What follows belongs to an exercise in optimizing a design on an open flow for small area; a production flow would make more cautious choices.
The RTL was checked by simulation tests, not by an equivalence proof against the original design.
Power figures rest on the tool's default switching activity, not on a simulated workload.

north:
Design vcSwitch, start of the top module:
module vcSwitch #(
  parameter int WORD_W = 8,
  parameter int DEPTH  = 8,
  parameter int CNT_W  = $clog2(DEPTH + 1)
) (
  input  logic                                       CLK,
  input  logic                                       arstN,
  input  logic                                       init,
  input  logic [CNT_W-1:0]                           lowThreshIn,
  input  logic [CNT_W-1:0]                           highThreshIn,
  input  flowCtrlPkg::chMask_t                       inPush,
  input  logic [flowCtrlPkg::NUM_CH-1:0][WORD_W-1:0] inData,
  output flowCtrlPkg::chMask_t                       creditReturn,
  input  flowCtrlPkg::chMask_t                       outPop,
  output logic [flowCtrlPkg::NUM_CH-1:0][WORD_W-1:0] outData,
  output flowCtrlPkg::chMask_t                       outEmpty,
  output logic                                       idle,
  output logic                                       initBusy,
  output flowCtrlPkg::chMask_t                       stbPause,
  output flowCtrlPkg::chMask_t                       stbContinue,
  output flowCtrlPkg::chMask_t                       error,
  output flowCtrlPkg::fsmState_e                     state
);
For scale: roughly 1700 cells after synthesis, ~110 I/O pins, ~0.020 mm^2 of cells after synthesis.
clock: 5.0 ns
lec_check: 0
cap_margin: 0
core_margin: 2
core_utilization: 72
place_density: 0.8
slew_margin: 0
synth_hierarchical: 1
synth_minimum_keep_size: 0
standard.sh (not shown) runs the stock make flow with config.mk's settings and CLKGATE_MAP_FILE= SYNTH_SCRIPT=/design/flow/synth_recipe.tcl, a recipe that flattens the netlist after the stock synthesis.
==> flow/flow/run.sh <==
#!/bin/bash
# The standard layout, with two changes to what the tools are told:
#  - port buffers are the smallest buffer cell instead of the tool's pick
#  - CTS inserts no dummy loads, and clusters sinks under large leaf buffers
set -euo pipefail
export BUFFER_PORTS_ARGS="-buffer_cell sky130_fd_sc_hd__buf_1"
export CTS_ARGS="-sink_clustering_enable -repair_clock_nets -dont_use_dummy_load -buf_list sky130_fd_sc_hd__clkbuf_16 -sink_clustering_size 36 -sink_clustering_max_diameter 60"
bash standard.sh > standard.log 2>&1
Relative to north, the following input files were edited for south:
# north
export LEC_CHECK = 0
export CAP_MARGIN = 0
export CORE_MARGIN = 2
export CORE_UTILIZATION = 72
export PLACE_DENSITY = 0.8
export SLEW_MARGIN = 0
export SYNTH_HIERARCHICAL = 1
export SYNTH_MINIMUM_KEEP_SIZE = 0
create_clock -name core_clock -period 5.0 [get_ports {CLK}]
# south
export LEC_CHECK = 0
export CAP_MARGIN = 0
export CORE_MARGIN = 2
export CORE_UTILIZATION = 80
export PLACE_DENSITY = 0.88
export SLEW_MARGIN = 0
export SYNTH_HIERARCHICAL = 1
export SYNTH_MINIMUM_KEEP_SIZE = 0
create_clock -name core_clock -period 5.0 [get_ports {CLK}]
--- a/flow/flow/run.sh
+++ b/flow/flow/run.sh
@@ -7 +7 @@
-export CTS_ARGS="-sink_clustering_enable -repair_clock_nets -dont_use_dummy_load -buf_list sky130_fd_sc_hd__clkbuf_16 -sink_clustering_size 36 -sink_clustering_max_diameter 60"
+export CTS_ARGS="-sink_clustering_enable -repair_clock_nets -dont_use_dummy_load -buf_list sky130_fd_sc_hd__clkbuf_16 -sink_clustering_size 30 -sink_clustering_max_diameter 80"
Results
Diff north -> south: depth of the worst register-to-register path up 1, initial antenna violation count up 3, worst IR drop on VDD up about 27%. Compared to north, the routing of south uses more wire. Compared with north, south shows a higher final critical path time including I/O delays and setup. The via count reported for south is higher than the one for north.
Input changes introduced in east (baseline for comparison: south):
# south
export LEC_CHECK = 0
export CAP_MARGIN = 0
export CORE_MARGIN = 2
export CORE_UTILIZATION = 80
export PLACE_DENSITY = 0.88
export SLEW_MARGIN = 0
export SYNTH_HIERARCHICAL = 1
export SYNTH_MINIMUM_KEEP_SIZE = 0
create_clock -name core_clock -period 5.0 [get_ports {CLK}]
# east
export LEC_CHECK = 0
export CAP_MARGIN = 0
export CORE_MARGIN = 2
export CORE_UTILIZATION = 40
export SLEW_MARGIN = 0
export SYNTH_HIERARCHICAL = 1
export SYNTH_MINIMUM_KEEP_SIZE = 0
create_clock -name core_clock -period 5.0 [get_ports {CLK}]
--- a/flow/flow/run.sh
+++ b/flow/flow/run.sh
@@ -7 +7 @@
-export CTS_ARGS="-sink_clustering_enable -repair_clock_nets -dont_use_dummy_load -buf_list sky130_fd_sc_hd__clkbuf_16 -sink_clustering_size 30 -sink_clustering_max_diameter 80"
+export CTS_ARGS="-sink_clustering_enable -repair_clock_nets -dont_use_dummy_load -buf_list sky130_fd_sc_hd__clkbuf_16 -sink_clustering_size 35 -sink_clustering_max_diameter 90"
==> results.txt <==
- Between south and east, the clock network latency to the later pin of the worst-skew pair is lower for south.
- Final worst slack on east is down relative to south.
- Changes observed in east relative to south: number of clock buffers in the layout increased by 2 relative to the old numbers, worst hold slack across all endpoints down 17 ps, placeable core region went up, number of placement rows picked up an extra 41%.
- The final reports for east and south show wire length higher in the former.
- On post-route total power, south and east are basically level.

## port drivers added, routing unchanged
No port has a modelled driver above. Below, the same layouts with a new extraction and two added sets of constraints.
Step 1, drivers: a clkbuf_16 drives CLK and a buf_2 each remaining input, both assumed.
Step 2, shift: input delay + t, output delay - t, t = (earliest + latest rising clock arrival at the registers) / 2. This alone moves slack from input paths to output paths.
Three values: ideal ports, drivers, drivers and shift; two values: the first two.
run	t (ns)	setup WS [ns]	cell pins on the clock port's net
north	0.564	0.309 / 0.309 / 0.309	1
south	0.589	0.272 / 0.272 / 0.272	1
east	0.623	0.255 / 0.255 / 0.255	1
After both steps every run listed still meets setup and hold.
